This is an optimization exercise on Yosys and OpenROAD, whose aim is small area, not a production implementation. The RTL was checked by simulation tests, not by an equivalence proof against the original design. Power is estimated from default activity; no workload was simulated. The flow treats the clock pin as an ideal source, which a real chip does not have.

`flow/run.sh`:
```
#!/bin/bash
# synth_recipe.tcl (not shown) runs the flow's synth.tcl, then flattens the netlist and writes it again
# the make line also repeats each setting of config.mk as NAME=value (left out here)
make -C /OpenROAD-flow-scripts/flow DESIGN_CONFIG=/design/flow/config.mk WORK_HOME=/design/flow/orfs CLKGATE_MAP_FILE= SYNTH_SCRIPT=/design/flow/synth_recipe.tcl finish
```
`flow/config.mk`:
```
export PLATFORM = sky130hd
export DESIGN_NAME = mem_issue_sched
export DESIGN_NICKNAME = mem_issue_sched
export VERILOG_FILES = /design/flow/design.v
export SDC_FILE = /design/flow/constraint.sdc
export NUM_CORES = 4
export LEC_CHECK = 0
export CAP_MARGIN = 20
export CORE_MARGIN = 2
export CORE_UTILIZATION = 40
export SLEW_MARGIN = 20
```
`flow/constraint.sdc`:
```
create_clock -name core_clock -period 8.0 [get_ports {clock}]
set_input_delay 1.6000 -clock core_clock [delete_from_list [all_inputs] [get_ports {clock}]]
set_output_delay 1.6000 -clock core_clock [all_outputs]
set_load 0.01 [all_outputs]
```
`flow/design.v`:
```
module mem_issue_sched #(
  parameter int NLD = 4,
  parameter int NST = 4
) (
  input  logic        clock,
  input  logic        resetn,
  input  logic        alloc_valid,
  input  logic        alloc_store,
  input  logic [31:0] alloc_address,
  input  logic [31:0] alloc_data,
  input  logic [4:0]  alloc_dst,
  output logic        rs_lok,
  output logic        rs_sok,
  output logic        rs_free,
  output logic        mem_req,
  output logic        mem_we,
  output logic [31:0] mem_addr,
  output logic [31:0] mem_wdata,
  input  logic        mem_ack,
  input  logic [31:0] mem_rdata,
  output logic [63:0] out_databus,
  output logic        write_databus,
  output logic [4:0]  out_dst,
  output logic [31:0] out_dst_data,
  output logic        write_dst
);
  typedef enum logic [1:0] {S_IDLE, S_REQ, S_DONE} state_t;
  state_t      state_q, state_d;
  logic [3:0]  seq_q, seq_d;
  logic [NLD-1:0] ld_busy_q, ld_busy_d;
  logic [31:0]    ld_addr_q [NLD];
  logic [31:0]    ld_addr_d [NLD];
  logic [4:0]     ld_dst_q  [NLD];
  logic [4:0]     ld_dst_d  [NLD];
  logic [3:0]     ld_seq_q  [NLD];
  logic [3:0]     ld_seq_d  [NLD];
  logic [NST-1:0] st_busy_q, st_busy_d;
  logic [31:0]    st_addr_q [NST];
  logic [31:0]    st_addr_d [NST];
  logic [31:0]    st_data_q [NST];
  logic [31:0]    st_data_d [NST];
  logic [3:0]     st_seq_q  [NST];
  logic [3:0]     st_seq_d  [NST];
  logic        cur_store_q, cur_store_d;
  logic [1:0]  cur_idx_q, cur_idx_d;
  logic        mem_req_q, mem_req_d;
  logic        mem_we_q, mem_we_d;
  logic [31:0] mem_addr_q, mem_addr_d;
  logic [31:0] mem_wdata_q, mem_wdata_d;
  logic        write_databus_q, write_databus_d;
  logic [63:0] out_databus_q, out_databus_d;
  logic        write_dst_q, write_dst_d;
  logic [4:0]  out_dst_q, out_dst_d;
  logic [31:0] out_dst_data_q, out_dst_data_d;
  logic        rs_lok_q, rs_lok_d;
  logic        rs_sok_q, rs_sok_d;
  logic        rs_free_q, rs_free_d;
  function automatic logic older(input logic [3:0] a, input logic [3:0] b);
    logic [3:0] diff;
    diff = b - a;
    older = (diff != 4'd0) && !diff[3];
  endfunction
  logic [NLD-1:0] ld_elig;
  logic           ld_ok, st_ok, ld_free_ok, st_free_ok, first, pick_store;
  logic [1:0]     ld_pick, st_pick, ld_free_idx, st_free_idx;
  always_comb begin
    st_ok   = 1'b0;
    st_pick = 2'd0;
    for (int i = 0; i < NST; i++) begin
      first = st_busy_q[i];
      for (int j = 0; j < NST; j++)
        if (j != i && st_busy_q[j] && !older(st_seq_q[i], st_seq_q[j])) first = 1'b0;
      if (first) begin
        st_ok   = 1'b1;
        st_pick = 2'(i);
      end
    end
    for (int i = 0; i < NLD; i++) begin
      ld_elig[i] = ld_busy_q[i];
      for (int j = 0; j < NST; j++)
        if (st_busy_q[j] && st_addr_q[j] == ld_addr_q[i] && older(st_seq_q[j], ld_seq_q[i]))
          ld_elig[i] = 1'b0;
    end
    ld_ok   = 1'b0;
    ld_pick = 2'd0;
    for (int i = 0; i < NLD; i++) begin
      first = ld_elig[i];
      for (int j = 0; j < NLD; j++)
        if (j != i && ld_elig[j] && !older(ld_seq_q[i], ld_seq_q[j])) first = 1'b0;
      if (first) begin
        ld_ok   = 1'b1;
        ld_pick = 2'(i);
      end
    end
    ld_free_ok  = 1'b0;
    ld_free_idx = 2'd0;
    for (int i = NLD - 1; i >= 0; i--)
      if (!ld_busy_q[i]) begin
        ld_free_ok  = 1'b1;
        ld_free_idx = 2'(i);
      end
    st_free_ok  = 1'b0;
    st_free_idx = 2'd0;
    for (int i = NST - 1; i >= 0; i--)
      if (!st_busy_q[i]) begin
        st_free_ok  = 1'b1;
        st_free_idx = 2'(i);
      end
    pick_store = st_ok && (!ld_ok || older(st_seq_q[st_pick], ld_seq_q[ld_pick]));
  end
  always_comb begin
    state_d         = state_q;
    seq_d           = seq_q;
    ld_busy_d       = ld_busy_q;
    for (int i = 0; i < NLD; i++) begin
      ld_addr_d[i]  = ld_addr_q[i];
      ld_dst_d[i]   = ld_dst_q[i];
      ld_seq_d[i]   = ld_seq_q[i];
    end
    st_busy_d       = st_busy_q;
    for (int i = 0; i < NST; i++) begin
      st_addr_d[i]  = st_addr_q[i];
      st_data_d[i]  = st_data_q[i];
      st_seq_d[i]   = st_seq_q[i];
    end
    cur_store_d     = cur_store_q;
    cur_idx_d       = cur_idx_q;
    mem_req_d       = mem_req_q;
    mem_we_d        = mem_we_q;
    mem_addr_d      = mem_addr_q;
    mem_wdata_d     = mem_wdata_q;
    write_databus_d = write_databus_q;
    out_databus_d   = out_databus_q;
    write_dst_d     = write_dst_q;
    out_dst_d       = out_dst_q;
    out_dst_data_d  = out_dst_data_q;
    if (alloc_valid) begin
      if (alloc_store && st_free_ok) begin
        st_busy_d[st_free_idx] = 1'b1;
        st_addr_d[st_free_idx] = alloc_address;
        st_data_d[st_free_idx] = alloc_data;
        st_seq_d[st_free_idx]  = seq_q;
        seq_d                  = seq_q + 4'd1;
      end else if (!alloc_store && ld_free_ok) begin
        ld_busy_d[ld_free_idx] = 1'b1;
        ld_addr_d[ld_free_idx] = alloc_address;
        ld_dst_d[ld_free_idx]  = alloc_dst;
        ld_seq_d[ld_free_idx]  = seq_q;
        seq_d                  = seq_q + 4'd1;
      end
    end
    case (state_q)
      S_IDLE: begin
        if (st_ok || ld_ok) begin
          cur_store_d = pick_store;
          cur_idx_d   = pick_store ? st_pick : ld_pick;
          mem_req_d   = 1'b1;
          mem_we_d    = pick_store;
          mem_addr_d  = pick_store ? st_addr_q[st_pick] : ld_addr_q[ld_pick];
          mem_wdata_d = pick_store ? st_data_q[st_pick] : 32'h0;
          state_d     = S_REQ;
        end
      end
      S_REQ: begin
        if (mem_ack) begin
          mem_req_d       = 1'b0;
          write_databus_d = 1'b1;
          out_databus_d   = {(cur_store_q ? 16'h0002 : 16'h0001), 16'h0000, mem_addr_q};
          if (!cur_store_q) begin
            write_dst_d    = 1'b1;
            out_dst_d      = ld_dst_q[cur_idx_q];
            out_dst_data_d = mem_rdata;
          end
          state_d = S_DONE;
        end
      end
      default: begin
        write_databus_d = 1'b0;
        write_dst_d     = 1'b0;
        if (cur_store_q) st_busy_d[cur_idx_q] = 1'b0;
        else             ld_busy_d[cur_idx_q] = 1'b0;
        state_d = S_IDLE;
      end
    endcase
    rs_lok_d  = ~&ld_busy_d;
    rs_sok_d  = ~&st_busy_d;
    rs_free_d = ~|ld_busy_d && ~|st_busy_d && (state_d == S_IDLE);
  end
  always_ff @(posedge clock) begin
    if (!resetn) begin
      state_q         <= S_IDLE;
      seq_q           <= 4'd0;
      ld_busy_q       <= '0;
      for (int i = 0; i < NLD; i++) begin
        ld_addr_q[i]  <= '0;
        ld_dst_q[i]   <= '0;
        ld_seq_q[i]   <= '0;
      end
      st_busy_q       <= '0;
      for (int i = 0; i < NST; i++) begin
        st_addr_q[i]  <= '0;
        st_data_q[i]  <= '0;
        st_seq_q[i]   <= '0;
      end
      cur_store_q     <= 1'b0;
      cur_idx_q       <= 2'd0;
      mem_req_q       <= 1'b0;
      mem_we_q        <= 1'b0;
      mem_addr_q      <= 32'h0;
      mem_wdata_q     <= 32'h0;
      write_databus_q <= 1'b0;
      out_databus_q   <= 64'h0;
      write_dst_q     <= 1'b0;
      out_dst_q       <= 5'd0;
      out_dst_data_q  <= 32'h0;
      rs_lok_q        <= 1'b1;
      rs_sok_q        <= 1'b1;
      rs_free_q       <= 1'b1;
    end else begin
      state_q         <= state_d;
      seq_q           <= seq_d;
      ld_busy_q       <= ld_busy_d;
      for (int i = 0; i < NLD; i++) begin
        ld_addr_q[i]  <= ld_addr_d[i];
        ld_dst_q[i]   <= ld_dst_d[i];
        ld_seq_q[i]   <= ld_seq_d[i];
      end
      st_busy_q       <= st_busy_d;
      for (int i = 0; i < NST; i++) begin
        st_addr_q[i]  <= st_addr_d[i];
        st_data_q[i]  <= st_data_d[i];
        st_seq_q[i]   <= st_seq_d[i];
      end
      cur_store_q     <= cur_store_d;
      cur_idx_q       <= cur_idx_d;
      mem_req_q       <= mem_req_d;
      mem_we_q        <= mem_we_d;
      mem_addr_q      <= mem_addr_d;
      mem_wdata_q     <= mem_wdata_d;
      write_databus_q <= write_databus_d;
      out_databus_q   <= out_databus_d;
      write_dst_q     <= write_dst_d;
      out_dst_q       <= out_dst_d;
      out_dst_data_q  <= out_dst_data_d;
      rs_lok_q        <= rs_lok_d;
      rs_sok_q        <= rs_sok_d;
      rs_free_q       <= rs_free_d;
    end
  end
  assign rs_lok        = rs_lok_q;
  assign rs_sok        = rs_sok_q;
  assign rs_free       = rs_free_q;
  assign mem_req       = mem_req_q;
  assign mem_we        = mem_we_q;
  assign mem_addr      = mem_addr_q;
  assign mem_wdata     = mem_wdata_q;
  assign write_databus = write_databus_q;
  assign out_databus   = out_databus_q;
  assign write_dst     = write_dst_q;
  assign out_dst       = out_dst_q;
  assign out_dst_data  = out_dst_data_q;
endmodule
```
==> out/metrics.yaml, run 1 <==
cts:
  cts_hold_buf: 0
  cts_resized: 0
  post_cts_buffers: 0
  clk_pin_slew_ns: 0.06
  cts_tree: "yes"
  cts_root_buffer: "clkbuf_16"
  clk_path_buf_depth: 3
  htree_levels: 3
  clock-sinks: 594
  insertion_delay_ns: 0.66
  cts_buffers: 71
placed_design:
  dp.cells: 5697
  gp_congestion: 1.14
  pre_cts_ws_ns: 0.856
  hpwl_um: 127000
  numPortBuffers: 247
routing:
  firstDrtPassIters: 6
  drt-total-wl_um: 177000
  viasPerCell: 5.95
  avgRoutedWirePerCell_um: 30.4
  drt_iter0_markers: 4060
  post-route-drc-count: 0
  ant_nets: 0
  via_count: 34700
critical_path:
  critical_path.top_delay_family: "compound AO/OA/AOI/OAI gates"
  crit_cells: 22
  startpoint: "st_seq_q[3][2]"
  reg2reg_depth: 22
  reg2reg_to: "mem_addr_q[20]"
  cp_common_cell: "o21ai_0"
  cp-start-kind: "flip-flop"
  ff2ff_setup_slack_ns: 0.70
  slowest_delay_ns: 0.74
  cp_data_arrival_time_ns: 7.83
  crit_chain: "inv_1 -> ha_1 -> a21oi_1 -> o21ai_0 -> xnor2_1 -> nor4_1 -> nor4b_1 -> o21ai_0 -> or2_2 -> buf_4 -> a21oi_1 -> ha_1 -> a21o_1 -> a21o_1 -> xnor2_1 -> inv_1 -> and3_1 -> o21ai_0 -> a211oi_4 -> or3_2 -> buf_4 -> o311ai_1"
  worstSetupPathType: "reg2reg"
  slowest_stage: "nor4b_1"
  cp_max_fo: 34
  required_ns: 8.52
  r2r-start: "st_seq_q[3][2]"
  worst-path-buf-inv: 4
  end_kind: "flip-flop"
synth:
  synth_area_per_cell_um2: 7.64
  synth-edff-count: 0
  synth.yosys.seq_area_share: 0.328
  synth_common_cells: "nand2_1, a21oi_1, dfxtp_1, clkbuf_1, xor2_1"
  synthFlopType: "dfxtp_1"
  synth_area_leaders: "dfxtp_1, nand2_1, xor2_1"
  ys_ff_latch: 594
  netlist_area_mm2: 0.0362
  netlist_instances: 4741
  yosys.cell_types.count: 78
  yosysWarningCount: 13
  yosys.cell_count.top_type: "nand2_1"
  async_flop_share: 0
  yosysTopAreaCellShare: 0.328
  yosys.area.top_type: "dfxtp_1"
grt:
  grt_usage: 0.369
  grt_pass1_wl_um: 248000
  grt_pass1_vias: 31800
  grt_start_max_net_pins: 172
  overflow: 0
  antenna_found_initial: 7
min_path:
  min_from: "st_data_q[0][3]"
  min_path_type: "reg2reg"
  holdPathEnd: "st_data_q[0][3]"
  hold-path-cell-count: 2
die:
  core_area_mm2: 0.0899
  die_w_um: 305
  fp.dieH_um: 305
  ioPinCount: 278
  start_util: 0.403
  std_cell_rows: 110
  die-area_mm2: 0.0929
sta:
  tightest_slew_ns: 1.26
  hold_ws_ns: 0.452
  setup_viol_count_final: 0
  tns_ns: 0
  clock_skew_ns: 0.0325
  slew_headroom: 0.151
  min_period_over_period: 0.913
  setup_slack_ns: 0.697
  clock.fmax_ghz: 0.137
  slew_violations: 0
  rsz0062_at_grt: "no"
  fin_crit_ns: 7.30
  hold_viol: 0
cells_and_area:
  drive_gt1_frac: 0.0633
  finalNonFillerCells: 5823
  syn_to_final_growth_pct: 13.5
  layout.nets: 4853
power_and_ir_drop:
  p_leak_nw: 16.3
  ir_drop_mv: 0.173
  power.total_mw: 7.20
  power.density_mw_per_mm2: 175
job:
  maxCapViolations: 0
outcome:
  status: "no timing/DRC/antenna violations"
-- sequential cells by signal (all words and copies together) (netlist names) --
register	count
rs_free_q	1
out_databus_q	34
mem_req_q	1
out_dst_data_q	32
rs_sok_q	1
ld_dst_q	20
mem_addr_q	32
rs_lok_q	1
write_dst_q	1
ld_seq_q	16
st_seq_q	16
out_dst_q	5
write_databus_q	1
seq_q	4
st_data_q	128
cur_idx_q	2
state_q	2
st_addr_q	128
cur_store_q	1
mem_wdata_q	32
st_busy_q	4
ld_addr_q	128
ld_busy_q	4
-- worst max-delay path by stage --
stage,end,slack (ns)
after CTS,mem_addr_q[20],0.79
final,mem_addr_q[20],0.70
after floorplan,cur_idx_q[1],1.70
after detailed placement,mem_addr_q[20],0.86
after global routing,mem_addr_q[25],0.25
after global placement,cur_idx_q[1],0.77
-- report_power, final --
group	switching (mW)	total, mW	internal [mW]
Combinational	0.581	0.856	0.274
Sequential	0.110	3.13	3.02
Clock	1.40	3.21	1.81
Total	2.09	7.20	5.10
-- kinds of logic after synthesis --
group	count (synthesis)	synth area share
other	1	0.000104
AND/OR/NAND/NOR	1619	0.193
flip-flops	594	0.328
buffers and inverters	692	0.0790
multiplexers	53	0.0164
AO/OA/AOI/OAI	1022	0.177
adder cells (fa/ha/maj)	153	0.0589
XOR/XNOR	607	0.147
-- area by class of cell --
| class | count | area (um2) |
|---|---|---|
| multi-input cells | 3484 | 21700 |
| fillers | 8984 | 48800 |
| clock inverters | 20 | 180 |
| repair buffers | 363 | 3430 |
| clock buffers | 104 | 2070 |
| flip-flops and latches | 594 | 11900 |
| diodes | 2 | 5.00 |
| inverters | 80 | 308 |
| well taps | 1176 | 1470 |
-- tightest hold or removal path, delay by kind of cell, from the launching register on --
kind / cells / cell delay, ns
AND/OR/NAND/NOR: 1 / 0.05
AO/OA/AOI/OAI: 1 / 0.05
flip-flops: 1 / 0.31
-- layout by cell type, fill, tap and decap left out, types with 9 or more instances in the layout --
master | netlist | final
a211o_1 | 24 | 24
a211oi_1 | 36 | 35
a21o_1 | 29 | 29
a21oi_1 | 621 | 621
a22o_1 | 36 | 36
a22oi_1 | 9 | 9
a311oi_1 | 32 | 32
and2_1 | 18 | 17
and3_1 | 21 | 20
buf_4 | 58 | 109
clkbuf_1 | 465 | 17
clkbuf_16 | 0 | 72
clkbuf_8 | 0 | 15
clkdlybuf4s50_1 | 0 | 246
clkinv_2 | 0 | 9
conb_1 | 1 | 30
dfxtp_1 | 594 | 594
fa_1 | 29 | 29
ha_1 | 124 | 124
inv_1 | 79 | 79
mux2i_1 | 48 | 48
nand2_1 | 1080 | 1079
nand2b_1 | 12 | 11
nand3_1 | 71 | 69
nand3b_1 | 14 | 14
nand4_1 | 57 | 57
nor2_1 | 132 | 127
nor2b_1 | 19 | 18
nor3_1 | 70 | 65
nor4_1 | 88 | 85
o21ai_0 | 38 | 37
o22ai_1 | 36 | 36
o311ai_1 | 11 | 12
o311ai_2 | 22 | 22
o31ai_1 | 64 | 64
xnor2_1 | 205 | 205
xor2_1 | 401 | 401
-- layer usage --
metal  share of wire  vias up  track usage  wire, um
met3           0.085      416       0.0705     15000
met5         0.00028        -            0        50
met4           0.058        8        0.192     10200
met2            0.44     1756        0.570     78200
met1            0.41    17000        0.489     73400
li1                -    15500            -         -
-- per-stage QoR --
stage	area, um2	utilization
floorplan	36300	-
global placement	38800	0.432
detailed placement	38800	0.432
CTS	41100	0.457
global route	41100	0.457
finish	41100	0.457
==> run 2, diff against run 1 <==
==> flow/design.v (replaced) <==
module mem_issue_sched #(
  parameter int NLD = 4,
  parameter int NST = 4
) (
  input  logic        clock,
  input  logic        resetn,
  input  logic        alloc_valid,
  input  logic        alloc_store,
  input  logic [31:0] alloc_address,
  input  logic [31:0] alloc_data,
  input  logic [4:0]  alloc_dst,
  output logic        rs_lok,
  output logic        rs_sok,
  output logic        rs_free,
  output logic        mem_req,
  output logic        mem_we,
  output logic [31:0] mem_addr,
  output logic [31:0] mem_wdata,
  input  logic        mem_ack,
  input  logic [31:0] mem_rdata,
  output logic [63:0] out_databus,
  output logic        write_databus,
  output logic [4:0]  out_dst,
  output logic [31:0] out_dst_data,
  output logic        write_dst
);
  localparam int NAQ = NLD + NST;
  logic [NAQ-1:0] aq_v;
  logic [NAQ-1:0] aq_t;
  logic [31:0]    aq_a [NAQ];
  logic [NST-1:0] sq_v;
  logic [31:0]    sq_d [NST];
  logic [NLD-1:0] lq_v;
  logic [4:0]     lq_d [NLD];
  logic        done_q;    
  logic [31:0] rdata_q;   
  logic push_st, push_ld, push, deq, deq_st, deq_ld;
  logic [NAQ-1:0] aq_m;
  logic [NST-1:0] sq_m;
  logic [NLD-1:0] lq_m;
  assign rs_lok  = ~&lq_v;
  assign rs_sok  = ~&sq_v;
  assign rs_free = ~|lq_v && ~|sq_v;
  assign push_st = alloc_valid && alloc_store && rs_sok;
  assign push_ld = alloc_valid && !alloc_store && rs_lok;
  assign push    = push_st || push_ld;
  assign deq    = done_q;
  assign deq_st = done_q && aq_t[0];
  assign deq_ld = done_q && !aq_t[0];
  always_comb begin
    aq_m[0] = !aq_v[0] || deq;
    for (int i = 1; i < NAQ; i++) aq_m[i] = !aq_v[i] || aq_m[i-1];
    sq_m[0] = !sq_v[0] || deq_st;
    for (int i = 1; i < NST; i++) sq_m[i] = !sq_v[i] || sq_m[i-1];
    lq_m[0] = !lq_v[0] || deq_ld;
    for (int i = 1; i < NLD; i++) lq_m[i] = !lq_v[i] || lq_m[i-1];
  end
  always_ff @(posedge clock) begin
    for (int i = 0; i < NAQ - 1; i++)
      if (aq_m[i]) begin
        aq_a[i] <= aq_a[i+1];
        aq_t[i] <= aq_t[i+1];
      end
    if (aq_m[NAQ-1]) begin
      aq_a[NAQ-1] <= alloc_address;
      aq_t[NAQ-1] <= alloc_store;
    end
    for (int i = 0; i < NST - 1; i++)
      if (sq_m[i]) sq_d[i] <= sq_d[i+1];
    if (sq_m[NST-1]) sq_d[NST-1] <= alloc_data;
    for (int i = 0; i < NLD - 1; i++)
      if (lq_m[i]) lq_d[i] <= lq_d[i+1];
    if (lq_m[NLD-1]) lq_d[NLD-1] <= alloc_dst;
    rdata_q <= mem_rdata;
  end
  always_ff @(posedge clock) begin
    if (!resetn) begin
      aq_v   <= '0;
      sq_v   <= '0;
      lq_v   <= '0;
      done_q <= 1'b0;
    end else begin
      for (int i = 0; i < NAQ - 1; i++)
        if (aq_m[i]) aq_v[i] <= aq_v[i+1];
      if (aq_m[NAQ-1]) aq_v[NAQ-1] <= push;
      for (int i = 0; i < NST - 1; i++)
        if (sq_m[i]) sq_v[i] <= sq_v[i+1];
      if (sq_m[NST-1]) sq_v[NST-1] <= push_st;
      for (int i = 0; i < NLD - 1; i++)
        if (lq_m[i]) lq_v[i] <= lq_v[i+1];
      if (lq_m[NLD-1]) lq_v[NLD-1] <= push_ld;
      done_q <= mem_req && mem_ack;
    end
  end
  assign mem_req       = aq_v[0] && !done_q && (aq_t[0] ? sq_v[0] : lq_v[0]);
  assign mem_we        = aq_t[0];
  assign mem_addr      = aq_a[0];
  assign mem_wdata     = sq_d[0];
  assign write_databus = done_q;
  assign write_dst     = done_q && !aq_t[0];
  assign out_databus   = {14'b0, aq_t[0], !aq_t[0], 16'b0, aq_a[0]};
  assign out_dst       = lq_d[0];
  assign out_dst_data  = rdata_q;
endmodule
--- a/flow/config.mk
+++ b/flow/config.mk
@@ -10,2 +10,3 @@
 export CORE_UTILIZATION = 40
+export CTS_BUF_LIST = sky130_fd_sc_hd__clkbuf_4 sky130_fd_sc_hd__clkbuf_8
 export SLEW_MARGIN = 20
==> out/metrics.yaml, run 2 <==
synth:
  synth_xor_area_frac: 0  # was 0.147
  yosys.area.top_type: "edfxtp_1"  # was dfxtp_1
  synth_fa_ha_area_frac: 0  # was 0.0589
  ys_ff_latch: 461  # was 594
  synth_area_per_cell_um2: 24.0  # was 7.64 um2
  synth_compound_area_frac: 0.00985  # was 0.177
  synthSimpleGateAreaFrac: 0.0138  # was 0.193
  synth_top_family_by_area: "buffers and inverters"  # was simple AND/OR/NAND/NOR gates
  synth_area_leaders: "edfxtp_1, dfxtp_1, buf_4"  # was dfxtp_1, nand2_1, xor2_1
  yosysTopAreaCellShare: 0.869  # was 0.328
  synth_common_cells: "edfxtp_1, buf_4, dfxtp_1, inv_1, nand2_1"  # was nand2_1, a21oi_1, dfxtp_1, clkbuf_1, xor2_1
  yosys.cell_types.count: 31  # was 78
  synthFlopType: "edfxtp_1"  # was dfxtp_1
  synth-edff-count: 412  # was 0
  synth.yosys.seq_area_share: 0.938  # was 0.328
  yosysWarningCount: 4  # was 13
  netlist_area_mm2: 0.0142  # was 0.0362 mm2
  synth_mux_area_frac: 0.000703  # was 0.0164
  yosys.cell_count.top_type: "edfxtp_1"  # was nand2_1
  async_flop_share: 0  # unchanged
  netlist_instances: 593  # was 4741
cts:
  cts_hold_buf: 0  # unchanged
  clk_path_buf_depth: 3  # unchanged
  insertion_delay_ns: 0.59  # was 0.66 ns
  htree_levels: 3  # unchanged
  clock-sinks: 461  # was 594
  cts_resized: 0  # unchanged
  post_cts_buffers: 0  # unchanged
  cts_root_buffer: "clkbuf_8"  # was clkbuf_16
  clk_pin_slew_ns: 0.06  # about the same
  cts_tree: "yes"  # unchanged
  cts_buffers: 72  # was 71
outcome:
  status: "no timing/DRC/antenna violations"  # unchanged
critical_path:
  reg2reg_to: "aq_a[7][23]"  # was mem_addr_q[20]
  cp_max_fo: 36  # was 34
  cp_data_arrival_time_ns: 2.55  # was 7.83 ns
  r2r-start: "done_q"  # was st_seq_q[3][2]
  cp-start-kind: "flip-flop"  # unchanged
  end_kind: "primary output"  # was flip-flop
  ff2ff_setup_slack_ns: 5.15  # was 0.70 ns
  reg2reg_depth: 3  # was 22
  worstSetupPathType: "reg2out"  # was reg2reg
  startpoint: "done_q"  # was st_seq_q[3][2]
  required_ns: 6.40  # was 8.52 ns
sta:
  tns_ns: 0  # unchanged
  setup_viol_count_final: 0  # unchanged
  tightest_slew_ns: 1.02  # was 1.26 ns
  hold_viol: 0  # unchanged
  fin_crit_ns: 4.15  # was 7.30 ns
  min_period_over_period: 0.518  # was 0.913
  rsz0062_at_grt: "no"  # unchanged
  slew_headroom: 0.323  # was 0.151
  setup_slack_ns: 3.85  # was 0.697 ns
  clock.fmax_ghz: 0.241  # was 0.137 GHz
  slew_violations: 0  # unchanged
  clock_skew_ns: 0.0268  # was 0.0325 ns
routing:
  firstDrtPassIters: 4  # was 6
  via_count: 5835  # was 34700
  ant_nets: 0  # unchanged
  drt_iter0_markers: 176  # was 4060
  viasPerCell: 4.15  # was 5.95
  drt-total-wl_um: 20700  # was 177000 um
  avgRoutedWirePerCell_um: 14.7  # was 30.4 um
  post-route-drc-count: 0  # unchanged
grt:
  grt_pass1_vias: 5725  # was 31800
  grt_pass1_wl_um: 30300  # was 248000 um
  overflow: 0  # unchanged
  antenna_found_initial: 0  # was 7
  grt_usage: 0.110  # was 0.369
  grt_start_max_net_pins: 37  # was 172
cells_and_area:
  antenna_cells: 0  # was 2
  layout.nets: 991  # was 4853
  filler_cell_count: 2838  # was 8984
  utilization: 0.521  # was 0.457
  final_cell_mix: "edfxtp_1, clkdlybuf4s50_1, clkbuf_8"  # was nand2_1, a21oi_1, dfxtp_1
  largestRegisters: "aq_a: 256 flops, sq_d: 128 flops, rdata_q: 32 flops"  # was ld_addr_q: 128 flops, st_addr_q: 128 flops, st_data_q: 128 flops
  top_register: "aq_a"
  drive_gt1_frac: 0.138  # was 0.0633
  largest_reg_flops: 256
  syn_to_final_growth_pct: 29.3  # was 13.5%
  final_common_cell: "edfxtp_1"  # was nand2_1
placed_design:
  gp_congestion: 0.736  # was 1.14
  pre_cts_ws_ns: 4.40  # was 0.856 ns
  numPortBuffers: 247  # unchanged
  hpwl_um: 13700  # was 127000 um
die:
  die-area_mm2: 0.0371  # was 0.0929 mm2
  std_cell_rows: 69  # was 110
  ioPinCount: 278  # unchanged
  core_area_mm2: 0.0353  # was 0.0899 mm2
  fp.dieH_um: 193  # was 305 um
  start_util: 0.403  # about the same
  die_w_um: 193  # was 305 um
job:
  maxCapViolations: 0  # unchanged
power_and_ir_drop:
  sw_frac_of_total: 0.193  # was 0.291
  power.density_mw_per_mm2: 263  # was 175 mW/mm2
  p_switching_mw: 0.937  # was 2.09 mW
  clock_power_share: 0.392  # was 0.447
  p_seq_frac: 0.574  # was 0.435
  p_int_mw: 3.91  # was 5.10 mW
  ir_drop_mv: 0.149  # was 0.173 mV
  pwr-share-comb: 0.034  # was 0.119
  p_leak_nw: 6.75  # was 16.3 nW
min_path:
  min_from: "sq_d[2][12]"  # was st_data_q[0][3]
  hold-path-cell-count: 0  # was 2
  min_path_type: "reg2reg"  # unchanged
  holdPathEnd: "sq_d[1][12]"  # was st_data_q[0][3]
## run 2: cell count changes after synthesis, sizes merged, moves of 86 or more
| cell | before | now |
|---|---|---|
| xnor2 | 206 | 0 |
| dfxtp | 594 | 49 |
| edfxtp | 0 | 412 |
| xor2 | 401 | 0 |
| nand2 | 1080 | 8 |
| ha | 124 | 0 |
| a21oi | 621 | 4 |
| nor4 | 88 | 2 |
| clkbuf | 472 | 1 |
| nor2 | 132 | 3 |
## run 2: per-stage QoR
step	hold WS, ns	power (mW)	instance area, um2	cells
floorplan	0.400	2.87	14300	622
global placement	0.400	2.99	17000	1272
detailed placement	0.405	3.00	17000	1272
CTS	0.397	4.93	18400	1406
global route	0.408	5.06	18400	1406
finish	0.400	4.85	18400	1406
## run 2: layout make-up
| class | instances | area [um2] | share of cell area |
|---|---|---|---|
| clock inverters | 35 | 220 | 0.0120 |
| well taps | 461 | 577 | 0.0313 |
| multi-input cells | 83 | 469 | 0.0255 |
| inverters | 14 | 52.6 | 0.00286 |
| clock buffers | 99 | 1210 | 0.0659 |
| flip-flops and latches | 461 | 13400 | 0.726 |
| repair buffers | 253 | 2520 | 0.137 |
## run 2: worst max path at each step
| stage | endpoint | slack (ns) | cells past startpoint |
|---|---|---|---|
| after detailed placement | mem_req | 4.40 | 3 |
| after global routing | mem_req | 3.61 | 3 |
| after global placement | mem_req | 4.47 | 3 |
| after CTS | mem_req | 3.76 | 3 |
| after floorplan | mem_req | 4.78 | 2 |
| final | mem_req | 3.85 | 3 |
## run 2: critical path, stage by stage, from the launching register on
cell	delay, ns
dfxtp_1	0.37
nand2b_2	0.69
nor2_1	0.33
clkdlybuf4s50_1	0.57
## run 2: logic make-up after synthesis
family                 after synthesis
AO/OA/AOI/OAI                       19
buffers and inverters               78
flip-flops                         461
multiplexers                         1
other                                1
AND/OR/NAND/NOR                     33
## run 2: metal layers
metal / up-vias / routed length, um / GRT usage
li1: 2789 / - / -
met4: 0 / 653 / 0.0628
met5: - / 0 / 0
met3: 58 / 1390 / 0.0349
met1: 2787 / 8410 / 0.134
met2: 201 / 10200 / 0.175
## run 2: power groups by stage
stage	clock network [mW]	logic, mW	registers, mW
floorplan	0	0.0413	2.83
global placement	0	0.167	2.83
detailed placement	0	0.167	2.83
CTS	1.98	0.168	2.78
global route	2.09	0.177	2.79
finish	1.90	0.166	2.78
==> run 3, diff against run 2 <==
--- a/flow/config.mk
+++ b/flow/config.mk
@@ -10,3 +10,2 @@
 export CORE_UTILIZATION = 40
-export CTS_BUF_LIST = sky130_fd_sc_hd__clkbuf_4 sky130_fd_sc_hd__clkbuf_8
 export SLEW_MARGIN = 20
==> out/metrics.yaml, run 3 <==
critical_path:
  required_ns: 6.40  # about the same
  slowest_delay_ns: 0.67  # was 0.69 ns
  end_kind: "primary output"  # unchanged
  crit_chain: "nand2b_2 -> nor2_1 -> clkdlybuf4s50_1"  # unchanged
  cp_max_fo: 36  # unchanged
  worstSetupPathType: "reg2out"  # unchanged
  cp-start-kind: "flip-flop"  # unchanged
  slowest_stage: "nand2b_2"  # unchanged
  cp_data_arrival_time_ns: 2.47  # was 2.55 ns
min_path:
  min_path_type: "reg2reg"  # unchanged
grt:
  grt_pass1_wl_um: 29400  # was 30300 um
  antenna_found_initial: 0  # unchanged
  grt_start_max_net_pins: 37  # unchanged
  grt_usage: 0.105  # was 0.110
  overflow: 0  # unchanged
  grt_pass1_vias: 5423  # was 5725
sta:
  clock_skew_ns: 0.0137  # was 0.0268 ns
  hold_ws_ns: 0.411  # was 0.400 ns
  rsz0062_at_grt: "no"  # unchanged
  clock.fmax_ghz: 0.245  # was 0.241 GHz
  tightest_slew_ns: 0.987  # was 1.02 ns
  slew_violations: 0  # unchanged
  slew_headroom: 0.342  # was 0.323
  setup_slack_ns: 3.93  # was 3.85 ns
  tns_ns: 0  # unchanged
  fin_crit_ns: 4.07  # was 4.15 ns
  min_period_over_period: 0.509  # was 0.518
  setup_viol_count_final: 0  # unchanged
  hold_viol: 0  # unchanged
routing:
  drt-total-wl_um: 20300  # was 20700 um
  post-route-drc-count: 0  # unchanged
  firstDrtPassIters: 4  # unchanged
  ant_nets: 0  # unchanged
  viasPerCell: 4.22  # was 4.15
  drt_iter0_markers: 217  # was 176
  avgRoutedWirePerCell_um: 14.9  # was 14.7 um
  via_count: 5731  # was 5835
cts:
  cts_tree: "yes"  # unchanged
  cts_resized: 0  # unchanged
  post_cts_buffers: 0  # unchanged
  cts_hold_buf: 0  # unchanged
  cts_buffers: 47  # was 72
  insertion_delay_ns: 0.54  # was 0.59 ns
  clk_path_buf_depth: 3  # unchanged
  clk_pin_slew_ns: 0.06  # about the same
  cts_root_buffer: "clkbuf_16"  # was clkbuf_8
  clock-sinks: 461  # unchanged
  htree_levels: 2  # was 3
synth:
  yosysTopAreaCellShare: 0.869  # unchanged
  yosys.cell_count.top_type: "edfxtp_1"  # unchanged
  netlist_instances: 593  # unchanged
  synth_common_cells: "edfxtp_1, buf_4, dfxtp_1, inv_1, nand2_1"  # unchanged
  async_flop_share: 0  # unchanged
  synth_area_leaders: "edfxtp_1, dfxtp_1, buf_4"  # unchanged
  synth_area_per_cell_um2: 24.0  # unchanged
  netlist_area_mm2: 0.0142  # unchanged
  yosys.cell_types.count: 31  # unchanged
  synth.yosys.seq_area_share: 0.938  # unchanged
  yosys.area.top_type: "edfxtp_1"  # unchanged
  ys_ff_latch: 461  # unchanged
  synth-edff-count: 412  # unchanged
  yosysWarningCount: 4  # unchanged
  synthFlopType: "edfxtp_1"  # unchanged
cells_and_area:
  syn_to_final_growth_pct: 29.4  # was 29.3%
  largestRegisters: "aq_a: 256 flops, sq_d: 128 flops, rdata_q: 32 flops"  # unchanged
  final_cell_mix: "edfxtp_1, clkdlybuf4s50_1, dfxtp_1"  # was edfxtp_1, clkdlybuf4s50_1, clkbuf_8
  final_common_cell: "edfxtp_1"  # unchanged
  final_design_area_no_fill_mm2: 0.0184  # about the same
  drive_gt1_frac: 0.0914  # was 0.138
  layout.nets: 966  # was 991
  utilization: 0.522  # was 0.521
  finalNonFillerCells: 1358  # was 1406
  antenna_cells: 0  # unchanged
  top_register: "aq_a"  # unchanged
  largest_reg_flops: 256  # unchanged
job:
  maxCapViolations: 0  # unchanged
placed_design:
  gp_congestion: 0.736  # unchanged
  placed_area_mm2: 0.0170  # unchanged
  pre_cts_ws_ns: 4.40  # unchanged
  numPortBuffers: 247  # unchanged
  dp.cells: 1272  # unchanged
  hpwl_um: 13700  # unchanged
die:
  die-area_mm2: 0.0371  # unchanged
  die_w_um: 193  # unchanged
  ioPinCount: 278  # unchanged
  std_cell_rows: 69  # unchanged
  fp.dieH_um: 193  # unchanged
  start_util: 0.403  # unchanged
  core_area_mm2: 0.0353  # unchanged
power_and_ir_drop:
  power.total_mw: 4.97  # was 4.85 mW
  power.density_mw_per_mm2: 270  # was 263 mW/mm2
  p_leak_nw: 6.70  # was 6.75 nW
  ir_drop_mv: 0.172  # was 0.149 mV
outcome:
  status: "no timing/DRC/antenna violations"  # unchanged
run 3: cell count changes in the layout (fill, tap and decap cells not counted), sizes merged:
cell and change:
bufinv +1, inv -1, clkinvlp +2, clkinv -5, clkbuf -45
run 3: worst max-delay path, delay by kind of cell, from the launching register on:
family | cells | cell delay [ns]
buffers and inverters | 1 | 0.57
DFF | 1 | 0.37
and+or+nand+nor | 2 | 1.00
run 3: routing by layer:
metal	GRT usage	routed length, um	up-vias
li1	-	-	2725
met1	0.134	8480	2778
met2	0.172	10000	184
met3	0.0278	1270	44
met4	0.0405	476	0
met5	0	0	-
run 3: final cells by class:
| cell class | count | area [um2] |
|---|---|---|
| inverter | 14 | 52.6 |
| clock inverter | 32 | 249 |
| clock buffer | 54 | 1200 |
| tap | 461 | 577 |
| timing repair buffer | 253 | 2520 |
| fill | 2811 | 16900 |
| multi-input combinational | 83 | 469 |
| sequential | 461 | 13400 |
run 3: report_power, final:
group          leakage (nW)  switching [mW]  internal (mW)
clock network         0.709           0.842           1.18
registers              4.77          0.0372           2.74
logic                  1.22          0.0547          0.111
total                  6.70           0.934           4.03
run 3: logic make-up (layout without fill, tap and decap cells):
| kind of cell | after synthesis | after routing | share of synthesized area |
|---|---|---|---|
| and+or+nand+nor | 33 | 33 | 0.0138 |
| buffers and inverters | 78 | 353 | 0.0372 |
| AOI/OAI and AO/OA | 19 | 19 | 0.00985 |
| muxes | 1 | 1 | 0.000703 |
| other | 1 | 30 | 0.000263 |
| DFF | 461 | 461 | 0.938 |
run 3: worst paths after layout:
check              startpoint  slack, ns  cells past startpoint          end
setup reg to reg       done_q       5.19                      3  aq_a[7][23]
hold reg to reg   aq_a[7][28]       0.41                      0  aq_a[6][28]
hold / removal    aq_a[7][28]       0.41                      0  aq_a[6][28]
setup / recovery       done_q       3.93                      3      mem_req
==> run 4, diff against run 3 <==
==> flow/flow/run.sh (new file) <==
#!/bin/bash
# The standard layout, with the smallest buffer on every input and output port instead of the
# one buffer_ports picks by default. Each step's full log stays under orfs/logs/; make's own
# output goes to standard_finish.log in the work folder.
set -euo pipefail
export BUFFER_PORTS_ARGS="-buffer_cell sky130_fd_sc_hd__buf_1"
bash standard.sh finish > standard_finish.log 2>&1
==> flow/standard.sh (new file) <==
#!/bin/bash
# synth_recipe.tcl (not shown) runs the flow's synth.tcl, then flattens the netlist and writes it again
# the make line also repeats each setting of config.mk as NAME=value (left out here)
make -C /OpenROAD-flow-scripts/flow DESIGN_CONFIG=/design/flow/config.mk WORK_HOME=/design/flow/orfs CLKGATE_MAP_FILE= SYNTH_SCRIPT=/design/flow/synth_recipe.tcl "${@:-finish}"
--- a/flow/config.mk
+++ b/flow/config.mk
@@ -10,2 +10,3 @@
 export CORE_UTILIZATION = 40
+export CTS_BUF_LIST = sky130_fd_sc_hd__clkbuf_4 sky130_fd_sc_hd__clkbuf_8
 export SLEW_MARGIN = 20
removed: flow/run.sh
==> out/metrics.yaml, run 4 <==
outcome:
  status: "no timing/DRC/antenna violations"  # unchanged
sta:
  rsz0062_at_grt: "no"  # unchanged
  tns_ns: 0  # unchanged
  min_period_over_period: 0.482  # was 0.509
  clock.fmax_ghz: 0.259  # was 0.245 GHz
  tightest_slew_ns: 0.968  # was 0.987 ns
  fin_crit_ns: 3.85  # was 4.07 ns
  setup_viol_count_final: 0  # unchanged
  slew_headroom: 0.354  # was 0.342
  hold_viol: 0  # unchanged
  clock_skew_ns: 0.0254  # was 0.0137 ns
  slew_violations: 0  # unchanged
die:
  start_util: 0.403  # unchanged
  fp.dieH_um: 193  # unchanged
  ioPinCount: 278  # unchanged
  core_area_mm2: 0.0353  # unchanged
  std_cell_rows: 69  # unchanged
  die-area_mm2: 0.0371  # unchanged
  die_w_um: 193  # unchanged
placed_design:
  dp.cells: 1269  # was 1272
  gp_congestion: 0.710  # was 0.736
  numPortBuffers: 247  # unchanged
  hpwl_um: 13000  # was 13700 um
  placed_area_mm2: 0.0154  # was 0.0170 mm2
synth:
  synth_area_per_cell_um2: 24.0  # unchanged
  synth.yosys.seq_area_share: 0.938  # unchanged
  synthFlopType: "edfxtp_1"  # unchanged
  yosysWarningCount: 4  # unchanged
  yosys.cell_types.count: 31  # unchanged
  async_flop_share: 0  # unchanged
  netlist_instances: 593  # unchanged
  ys_ff_latch: 461  # unchanged
  netlist_area_mm2: 0.0142  # unchanged
  synth_area_leaders: "edfxtp_1, dfxtp_1, buf_4"  # unchanged
  yosys.area.top_type: "edfxtp_1"  # unchanged
  synth-edff-count: 412  # unchanged
  yosysTopAreaCellShare: 0.869  # unchanged
  synth_common_cells: "edfxtp_1, buf_4, dfxtp_1, inv_1, nand2_1"  # unchanged
  yosys.cell_count.top_type: "edfxtp_1"  # unchanged
cells_and_area:
  ff_latch_area_mm2: 0.0134  # unchanged
  utilization: 0.478  # was 0.522
  largestRegisters: "aq_a: 256 flops, sq_d: 128 flops, rdata_q: 32 flops"  # unchanged
  layout.nets: 990  # was 966
  drive_gt1_frac: 0.143  # was 0.0914
  finalNonFillerCells: 1404  # was 1358
  top_register: "aq_a"  # unchanged
  syn_to_final_growth_pct: 18.6  # was 29.4%
  final_common_cell: "edfxtp_1"  # unchanged
  final_cell_mix: "edfxtp_1, buf_1, clkbuf_8"  # was edfxtp_1, clkdlybuf4s50_1, dfxtp_1
  largest_reg_flops: 256  # unchanged
  final_design_area_no_fill_mm2: 0.0169  # was 0.0184 mm2
  filler_cell_count: 2962  # was 2811
  multi_input_area_um2: 472  # was 469 um2
critical_path:
  cp_data_arrival_time_ns: 2.25  # was 2.47 ns
  cp_max_fo: 36  # unchanged
  worstSetupPathType: "reg2out"  # unchanged
  worst-path-buf-inv: 1  # unchanged
  required_ns: 6.40  # about the same
  critical_path.top_delay_family: "simple AND/OR/NAND/NOR gates"  # unchanged
  slowest_delay_ns: 0.83  # was 0.67 ns
  cp-start-kind: "flip-flop"  # unchanged
  end_kind: "primary output"  # unchanged
  slowest_stage: "nand2b_2"  # unchanged
  crit_chain: "nand2b_2 -> nor2_1 -> buf_1"  # was nand2b_2 -> nor2_1 -> clkdlybuf4s50_1
routing:
  via_count: 5723  # was 5731
  drt_iter0_markers: 272  # was 217
  viasPerCell: 4.08  # was 4.22
  post-route-drc-count: 0  # unchanged
  ant_nets: 0  # unchanged
  drt-total-wl_um: 19700  # was 20300 um
  avgRoutedWirePerCell_um: 14.0  # was 14.9 um
  firstDrtPassIters: 4  # unchanged
grt:
  grt_start_max_net_pins: 37  # unchanged
  grt_pass1_wl_um: 29000  # was 29400 um
  overflow: 0  # unchanged
  antenna_found_initial: 0  # unchanged
  grt_pass1_vias: 5476  # was 5423
  grt_usage: 0.105  # about the same
cts:
  clk_path_buf_depth: 3  # unchanged
  htree_levels: 3  # was 2
  cts_tree: "yes"  # unchanged
  insertion_delay_ns: 0.59  # was 0.54 ns
  cts_resized: 0  # unchanged
  cts_root_buffer: "clkbuf_8"  # was clkbuf_16
  clk_pin_slew_ns: 0.06  # about the same
  cts_hold_buf: 0  # unchanged
  clock-sinks: 461  # unchanged
  post_cts_buffers: 0  # unchanged
  cts_buffers: 73  # was 47
power_and_ir_drop:
  ir_drop_mv: 0.141  # was 0.172 mV
  p_leak_nw: 6.08  # was 6.70 nW
  power.density_mw_per_mm2: 283  # was 270 mW/mm2
min_path:
  min_path_type: "reg2reg"  # unchanged
job:
  maxCapViolations: 0  # unchanged
run 4: cell counts after synthesis:
No cell type changed its count.
run 4: stage by stage:
stage               power (mW)  hold WS (ns)  worst slack [ns]
global placement          2.91         0.400              4.75
global route              4.99         0.409              3.91
finish                    4.78         0.399              4.15
CTS                       4.87         0.405              4.05
detailed placement        2.92         0.405              4.72
floorplan                 2.87         0.400              4.78
run 4: area by class of cell:
cell class / count / area share
clock inverters: 29 / 0.0113
diodes: 1 / 0.000148
clock buffers: 104 / 0.0748
repair buffers: 251 / 0.0572
well taps: 461 / 0.0342
inverters: 14 / 0.00311
multi-input cells: 83 / 0.0280
flip-flops and latches: 461 / 0.791
run 4: cell families (layout without fill, tap and decap cells):
family                 count (synthesis)  after routing  share of synthesized area
other                                  1             31                   0.000263
flip-flops                           461            461                      0.938
AO/OA/AOI/OAI                         19             19                    0.00985
buffers and inverters                 78            398                     0.0372
multiplexers                           1              1                   0.000703
AND/OR/NAND/NOR                       33             33                     0.0138
run 4: where the power goes:
| group | internal [mW] | switching (mW) | total (mW) |
|---|---|---|---|
| combinational | 0.0298 | 0.0548 | 0.0846 |
| clock | 1.06 | 0.852 | 1.91 |
| sequential | 2.74 | 0.0373 | 2.78 |
run 4: worst register-to-register path, stage by stage (launching register included):
cell	delay, ns
dfxtp_1	0.40
nand2b_2	0.70
nor4_2	0.69
clkinv_1	0.59
buf_8	0.34
run 4: per-layer routing:
metal  global-route usage  vias to the layer above  wire length (um)
met5                    0                        -                 0
met4               0.0555                        0               532
met3               0.0358                       43              1380
met2                0.164                      196              9680
met1                0.130                     2703              8120
li1                     -                     2781                 -
run 4: worst paths after layout:
| check | from | endpoint | slack (ns) | depth (start not counted) |
|---|---|---|---|---|
| max | done_q | mem_req | 4.15 | 3 |
| min | aq_a[4][9] | aq_a[3][9] | 0.40 | 0 |
| max reg2reg | done_q | aq_a[6][23] | 5.02 | 4 |
| min reg2reg | aq_a[4][9] | aq_a[3][9] | 0.40 | 0 |
==> run 5, diff against run 4 <==
==> flow/flow/run.sh (replaced) <==
#!/bin/bash
# The standard layout with two changes: the smallest buffer on every input and output port
# instead of the one buffer_ports picks by default, and a clock tree of a few large clusters
# without dummy loads. Each step's full log stays under orfs/logs/; make's own output goes to
# standard_finish.log in the work folder.
set -euo pipefail
export BUFFER_PORTS_ARGS="-buffer_cell sky130_fd_sc_hd__buf_1"
export CTS_ARGS="-sink_clustering_enable -repair_clock_nets -buf_list sky130_fd_sc_hd__clkbuf_16 -sink_clustering_size 35 -sink_clustering_max_diameter 100 -dont_use_dummy_load"
bash standard.sh finish > standard_finish.log 2>&1
--- a/flow/config.mk
+++ b/flow/config.mk
@@ -9,4 +9,3 @@
 export CORE_MARGIN = 2
-export CORE_UTILIZATION = 40
-export CTS_BUF_LIST = sky130_fd_sc_hd__clkbuf_4 sky130_fd_sc_hd__clkbuf_8
+export CORE_UTILIZATION = 65
 export SLEW_MARGIN = 20
==> out/metrics.yaml, run 5 <==
outcome:
  status: "no timing/DRC/antenna violations"  # unchanged
critical_path:
  cp_data_arrival_time_ns: 2.03  # was 2.25 ns
  reg2reg_to: "aq_a[6][5]"  # was aq_a[6][23]
  crit_end: "mem_req"  # unchanged
  worstSetupPathType: "reg2out"  # unchanged
  startpoint: "done_q"  # unchanged
  reg2reg_depth: 3  # was 4
  r2r-start: "done_q"  # unchanged
  cp-start-kind: "flip-flop"  # unchanged
  end_kind: "primary output"  # unchanged
  cp_max_fo: 36  # unchanged
  ff2ff_setup_slack_ns: 5.54  # was 5.02 ns
  required_ns: 6.40  # about the same
routing:
  firstDrtPassIters: 4  # unchanged
  avgRoutedWirePerCell_um: 15.5  # was 14.0 um
  post-route-drc-count: 0  # unchanged
  via_count: 5441  # was 5723
  ant_nets: 0  # unchanged
  drt_iter0_markers: 371  # was 272
  drt-total-wl_um: 17200  # was 19700 um
  viasPerCell: 4.92  # was 4.08
placed_design:
  dp.cells: 1090  # was 1269
  hpwl_um: 11800  # was 13000 um
  gp_congestion: 0.803  # was 0.710
  pre_cts_ws_ns: 4.92  # was 4.72 ns
  placed_area_mm2: 0.0152  # was 0.0154 mm2
  numPortBuffers: 247  # unchanged
synth:
  yosysWarningCount: 4  # unchanged
  yosys.area.top_type: "edfxtp_1"  # unchanged
  synth_common_cells: "edfxtp_1, buf_4, dfxtp_1, inv_1, nand2_1"  # unchanged
  synth_mux_area_frac: 0.000703  # unchanged
  synth_top_family_by_area: "buffers and inverters"  # unchanged
  netlist_area_mm2: 0.0142  # unchanged
  synth_xor_area_frac: 0  # unchanged
  yosysTopAreaCellShare: 0.869  # unchanged
  synth_compound_area_frac: 0.00985  # unchanged
  synth.yosys.seq_area_share: 0.938  # unchanged
  synth_area_per_cell_um2: 24.0  # unchanged
  synthFlopType: "edfxtp_1"  # unchanged
  synthSimpleGateAreaFrac: 0.0138  # unchanged
  synth_fa_ha_area_frac: 0  # unchanged
  async_flop_share: 0  # unchanged
  yosys.cell_types.count: 31  # unchanged
  netlist_instances: 593  # unchanged
  synth-edff-count: 412  # unchanged
  yosys.cell_count.top_type: "edfxtp_1"  # unchanged
  ys_ff_latch: 461  # unchanged
  synth_area_leaders: "edfxtp_1, dfxtp_1, buf_4"  # unchanged
die:
  std_cell_rows: 54  # was 69
  core_area_mm2: 0.0217  # was 0.0353 mm2
  die_w_um: 152  # was 193 um
  ioPinCount: 278  # unchanged
  start_util: 0.656  # was 0.403
  die-area_mm2: 0.0231  # was 0.0371 mm2
  fp.dieH_um: 152  # was 193 um
power_and_ir_drop:
  ir_drop_mv: 0.198  # was 0.141 mV
  p_leak_nw: 5.52  # was 6.08 nW
  power.total_mw: 3.84  # was 4.78 mW
  power.density_mw_per_mm2: 246  # was 283 mW/mm2
  sw_frac_of_total: 0.179  # was 0.198
  p_seq_frac: 0.722  # was 0.582
  p_switching_mw: 0.687  # was 0.944 mW
  clock_power_share: 0.256  # was 0.400
  p_int_mw: 3.15  # was 3.84 mW
  pwr-share-comb: 0.022  # was 0.018
cts:
  clk_pin_slew_ns: 0.12  # was 0.06 ns
  clk_path_buf_depth: 3  # unchanged
  insertion_delay_ns: 0.51  # was 0.59 ns
  cts_buffers: 17  # was 73
  post_cts_buffers: 0  # unchanged
  clock-sinks: 461  # unchanged
  htree_levels: 1  # was 3
  cts_tree: "yes"  # unchanged
  cts_hold_buf: 0  # unchanged
  cts_root_buffer: "clkbuf_16"  # was clkbuf_8
  cts_resized: 0  # unchanged
cells_and_area:
  final_common_cell: "edfxtp_1"  # unchanged
  multi_input_area_um2: 462  # was 472 um2
  final_cell_mix: "edfxtp_1, buf_1, dfxtp_1"  # was edfxtp_1, buf_1, clkbuf_8
  finalNonFillerCells: 1107  # was 1404
  antenna_cells: 0  # was 1
  layout.nets: 935  # was 990
  ff_latch_area_mm2: 0.0134  # unchanged
  utilization: 0.720  # was 0.478
  largestRegisters: "aq_a: 256 flops, sq_d: 128 flops, rdata_q: 32 flops"  # unchanged
  syn_to_final_growth_pct: 9.66  # was 18.6%
  top_register: "aq_a"  # unchanged
  final_design_area_no_fill_mm2: 0.0156  # was 0.0169 mm2
  largest_reg_flops: 256  # unchanged
  filler_cell_count: 1308  # was 2962
  drive_gt1_frac: 0.0399  # was 0.143
sta:
  hold_ws_ns: 0.341  # was 0.399 ns
  slew_violations: 0  # unchanged
  setup_viol_count_final: 0  # unchanged
  rsz0062_at_grt: "no"  # unchanged
  hold_viol: 0  # unchanged
  min_period_over_period: 0.453  # was 0.482
  slew_headroom: 0.418  # was 0.354
  tightest_slew_ns: 0.874  # was 0.968 ns
  tns_ns: 0  # unchanged
  setup_slack_ns: 4.37  # was 4.15 ns
  clock_skew_ns: 0.0657  # was 0.0254 ns
  clock.fmax_ghz: 0.276  # was 0.259 GHz
  fin_crit_ns: 3.63  # was 3.85 ns
grt:
  antenna_found_initial: 0  # unchanged
  grt_pass1_wl_um: 27100  # was 29000 um
  overflow: 0  # unchanged
  grt_usage: 0.146  # was 0.105
  grt_pass1_vias: 5192  # was 5476
  grt_start_max_net_pins: 37  # unchanged
job:
  maxCapViolations: 0  # unchanged
min_path:
  hold-path-cell-count: 0  # unchanged
  min_path_type: "reg2reg"  # unchanged
==> run 5: worst min path at each step <==
stage                 from     endpoint  slack, ns
2_1_floorplan   aq_a[1][0]   aq_a[0][0]       0.40
3_3_place_gp    sq_d[2][9]   sq_d[1][9]       0.40
3_5_place_dp   aq_a[1][12]  aq_a[0][12]       0.40
4_1_cts        aq_a[6][20]  aq_a[5][20]       0.34
5_1_grt        aq_a[6][20]  aq_a[5][20]       0.34
6_report        aq_a[6][5]   aq_a[5][5]       0.34
==> run 5: metal layers <==
metal  track usage  vias to the layer above  wire [um]
met5             0                        -          0
met4        0.0405                        0        342
met3        0.0260                       22        954
met2         0.243                      176       8690
met1         0.205                     2630       7170
li1              -                     2613          -
==> run 5: layout make-up <==
class / instances / share of cell area
clock buffers: 17 / 0.0273
well taps: 280 / 0.0224
flip-flops and latches: 461 / 0.856
multi-input cells: 83 / 0.0296
inverters: 14 / 0.00337
repair buffers: 252 / 0.0618
==> run 5: kinds of logic (layout without fill, tap and decap cells) <==
family,Yosys count,in the layout
DFF,461,461
muxes,1,1
AOI/OAI and AO/OA,19,19
and+or+nand+nor,33,33
buffers and inverters,78,283
other,1,30
==> run 5: power groups by stage <==
stage,logic [mW],registers (mW),clock network (mW)
floorplan,0.0413,2.83,0
global placement,0.0824,2.82,0
detailed placement,0.0831,2.83,0
CTS,0.0836,2.78,1.02
global route,0.0905,2.79,1.10
finish,0.0830,2.77,0.984
==> run 5: worst max-delay path, cell delays in order (launching register included) <==
cell	delay, ns
dfxtp_1	0.46
nand2b_2	0.75
nor2_1	0.13
buf_1	0.17
==> run 6, diff against run 5 <==
--- a/flow/design.v
+++ b/flow/design.v
@@ -94,3 +94,3 @@
   end
-  assign mem_req       = aq_v[0] && !done_q && (aq_t[0] ? sq_v[0] : lq_v[0]);
+  assign mem_req       = aq_v[0] && !done_q;
   assign mem_we        = aq_t[0];
==> flow/flow/run.sh (replaced) <==
#!/bin/bash
# The standard layout with two changes: the smallest buffer on every input and output port
# instead of the one buffer_ports picks by default, and a clock tree of small clock buffers
# without dummy loads. Each step's full log stays under orfs/logs/; make's own output goes to
# standard_finish.log in the work folder.
set -euo pipefail
export BUFFER_PORTS_ARGS="-buffer_cell sky130_fd_sc_hd__buf_1"
export CTS_ARGS="-sink_clustering_enable -repair_clock_nets -buf_list sky130_fd_sc_hd__clkbuf_4 -sink_clustering_size 10 -sink_clustering_max_diameter 50 -dont_use_dummy_load"
bash standard.sh finish > standard_finish.log 2>&1
--- a/flow/config.mk
+++ b/flow/config.mk
@@ -7,2 +7,3 @@
 export LEC_CHECK = 0
+export ABC_AREA = 1
 export CAP_MARGIN = 20
==> out/metrics.yaml, run 6 <==
routing:
  viasPerCell: 4.85  # was 4.92
  drt-total-wl_um: 16900  # was 17200 um
  drt_iter0_markers: 288  # was 371
  avgRoutedWirePerCell_um: 14.8  # was 15.5 um
  firstDrtPassIters: 4  # unchanged
  ant_nets: 0  # unchanged
  via_count: 5557  # was 5441
  post-route-drc-count: 0  # unchanged
die:
  core_area_mm2: 0.0216  # was 0.0217 mm2
  std_cell_rows: 54  # unchanged
  fp.dieH_um: 152  # about the same
  die_w_um: 152  # about the same
  start_util: 0.658  # was 0.656
  ioPinCount: 278  # unchanged
  die-area_mm2: 0.0231  # about the same
grt:
  use_met1: 0.207  # was 0.205
  overflow: 0  # unchanged
  grt-busiest-layer: "met2"  # unchanged
  grt_pass1_vias: 5784  # was 5192
  grt_usage: 0.151  # was 0.146
  use_met3: 0.0482  # was 0.0260
  met2_usage: 0.236  # was 0.243
  antenna_found_initial: 1  # was 0
  grt_pass1_wl_um: 27800  # was 27100 um
  grt_start_max_net_pins: 37  # unchanged
sta:
  hold_ws_ns: 0.408  # was 0.341 ns
  slew_violations: 0  # unchanged
  fin_crit_ns: 3.34  # was 3.63 ns
  tns_ns: 0  # unchanged
  setup_slack_ns: 4.66  # was 4.37 ns
  clock.fmax_ghz: 0.300  # was 0.276 GHz
  setup_viol_count_final: 0  # unchanged
  clock_skew_ns: 0.0381  # was 0.0657 ns
  slew_headroom: 0.396  # was 0.418
  rsz0062_at_grt: "no"  # unchanged
  min_period_over_period: 0.417  # was 0.453
  hold_viol: 0  # unchanged
  tightest_slew_ns: 0.905  # was 0.874 ns
synth:
  synth_common_cells: "edfxtp_1, buf_4, dfxtp_1, inv_1, a21oi_1"  # was edfxtp_1, buf_4, dfxtp_1, inv_1, nand2_1
  yosys.area.top_type: "edfxtp_1"  # unchanged
  async_flop_share: 0  # unchanged
  yosysTopAreaCellShare: 0.870  # was 0.869
  synth_area_per_cell_um2: 23.8  # was 24.0 um2
  netlist_area_mm2: 0.0142  # about the same
  yosys.cell_types.count: 24  # was 31
  netlist_instances: 597  # was 593
  synthFlopType: "edfxtp_1"  # unchanged
  synth_area_leaders: "edfxtp_1, dfxtp_1, buf_4"  # unchanged
  yosysWarningCount: 4  # unchanged
  synth-edff-count: 412  # unchanged
  ys_ff_latch: 461  # unchanged
  synth.yosys.seq_area_share: 0.938  # about the same
  yosys.cell_count.top_type: "edfxtp_1"  # unchanged
critical_path:
  crit_chain: "inv_2 -> nand2_1 -> buf_4 -> inv_2 -> buf_1"  # was nand2b_2 -> nor2_1 -> buf_1
  cp-start-kind: "flip-flop"  # unchanged
  worstSetupPathType: "reg2out"  # unchanged
  r2r-start: "aq_v[1]"  # was done_q
  slowest_delay_ns: 0.37  # was 0.75 ns
  cp_data_arrival_time_ns: 1.74  # was 2.03 ns
  cp_common_cell: "inv_2"
  required_ns: 6.40  # about the same
  end_kind: "primary output"  # unchanged
  slowest_stage: "dfxtp_1"  # was nand2b_2
  startpoint: "done_q"  # unchanged
  worst-path-buf-inv: 4  # was 1
  critical_path.top_delay_family: "buffers and inverters"  # was simple AND/OR/NAND/NOR gates
  cp_max_fo: 35  # was 36
cts:
  post_cts_buffers: 0  # unchanged
  cts_root_buffer: "clkbuf_4"  # was clkbuf_16
  cts_tree: "yes"  # unchanged
  insertion_delay_ns: 0.65  # was 0.51 ns
  clk_path_buf_depth: 3  # unchanged
  clk_pin_slew_ns: 0.10  # was 0.12 ns
  clock-sinks: 461  # unchanged
  cts_resized: 0  # unchanged
  cts_hold_buf: 0  # unchanged
  htree_levels: 2  # was 1
  cts_buffers: 52  # was 17
placed_design:
  gp_congestion: 0.747  # was 0.803
  dp.cells: 1093  # was 1090
  hpwl_um: 11400  # was 11800 um
  pre_cts_ws_ns: 5.17  # was 4.92 ns
  placed_area_mm2: 0.0152  # about the same
  numPortBuffers: 247  # unchanged
power_and_ir_drop:
  p_leak_nw: 5.57  # was 5.52 nW
  power.total_mw: 3.77  # was 3.84 mW
  ir_drop_mv: 0.177  # was 0.198 mV
  power.density_mw_per_mm2: 242  # was 246 mW/mm2
cells_and_area:
  top_register: "aq_a"  # unchanged
  largestRegisters: "aq_a: 256 flops, sq_d: 128 flops, rdata_q: 32 flops"  # unchanged
  syn_to_final_growth_pct: 9.48  # was 9.66%
  largest_reg_flops: 256  # unchanged
  final_design_area_no_fill_mm2: 0.0156  # about the same
  final_cell_mix: "edfxtp_1, buf_1, clkbuf_4"  # was edfxtp_1, buf_1, dfxtp_1
  utilization: 0.720  # about the same
  layout.nets: 973  # was 935
  filler_cell_count: 1367  # was 1308
  finalNonFillerCells: 1146  # was 1107
  drive_gt1_frac: 0.0913  # was 0.0399
  final_common_cell: "edfxtp_1"  # unchanged
min_path:
  min_path_type: "reg2reg"  # unchanged
  min_from: "aq_a[6][15]"  # was aq_a[6][5]
job:
  maxCapViolations: 0  # unchanged
outcome:
  status: "no timing/DRC/antenna violations"  # unchanged
-- run 6: cell types whose count changed after synthesis, sizes merged, moves of 3 or more --
cell,before,now
nand4,2,5
inv,14,21
a21boi,6,0
o21a,6,1
nor2b,4,0
nor2,3,14
a21oi,4,13
-- run 6: cells by family (layout without fill, tap and decap cells) --
family,count (synthesis),count (layout),share of synthesized area
other,1,31,0.000264
AND/OR/NAND/NOR,34,34,0.0144
AO/OA/AOI/OAI,14,14,0.00536
flip-flops,461,461,0.938
buffers and inverters,87,326,0.0415
-- run 6: layout make-up --
cell class / count / area (um2) / area share
multi-input combinational: 78 / 410 / 0.0263
sequential: 461 / 13400 / 0.857
tap: 280 / 350 / 0.0225
inverter: 23 / 114 / 0.00731
clock buffer: 52 / 390 / 0.0251
timing repair buffer: 251 / 957 / 0.0614
antenna: 1 / 2.50 / 0.000161
-- run 6: final timing paths --
kind | end | slack [ns] | depth (start not counted)
max | mem_req | 4.66 | 5
min | aq_a[5][15] | 0.41 | 0
max reg2reg | aq_a[6][21] | 5.38 | 3
min reg2reg | aq_a[5][15] | 0.41 | 0
-- run 6: power by group --
group	internal, mW	leakage (nW)	switching (mW)
sequential	2.74	4.77	0.0362
combinational	0.0294	0.558	0.0551
clock	0.300	0.239	0.611
-- run 6: layer usage --
layer | wire, um | part of all wire
met1 | 7230 | 0.43
met2 | 7850 | 0.46
met3 | 1430 | 0.085
met4 | 395 | 0.023
met5 | 0 | 0

[separate check: timing with driven ports]
How much do the figures lean on ideal ports? The routed layouts below were timed once more, with nothing changed but the port constraints.
Step 1 assumes that a clkbuf_16 drives the clock port and a buf_2 every other input.
Step 2 also shifts input and output timing later by t, the mid clock arrival at the registers, as if the neighbouring blocks saw the same clock.
Slacks: ideal / step 1 / step 2; pairs: ideal / step 1.
| run | t, ns | slack for setup (ns) | worst setup path after step 2 | worst register clock-pin slew, ns |
|---|---|---|---|---|
| run 1 | 0.708 | 0.697 / 0.697 / 0.697 | register to register | 0.07 / 0.07 |
| run 2 | 0.621 | 3.855 / 3.808 / 4.429 | register to output | 0.07 / 0.07 |
| run 3 | 0.583 | 3.927 / 3.876 / 4.459 | register to output | 0.06 / 0.06 |
| run 4 | 0.625 | 4.145 / 4.099 / 4.724 | register to output | 0.07 / 0.07 |
| run 5 | 0.520 | 4.372 / 4.333 / 4.852 | register to output | 0.12 / 0.12 |
| run 6 | 0.666 | 4.663 / 4.626 / 5.292 | register to output | 0.10 / 0.10 |
After both steps every run listed still meets setup and hold.
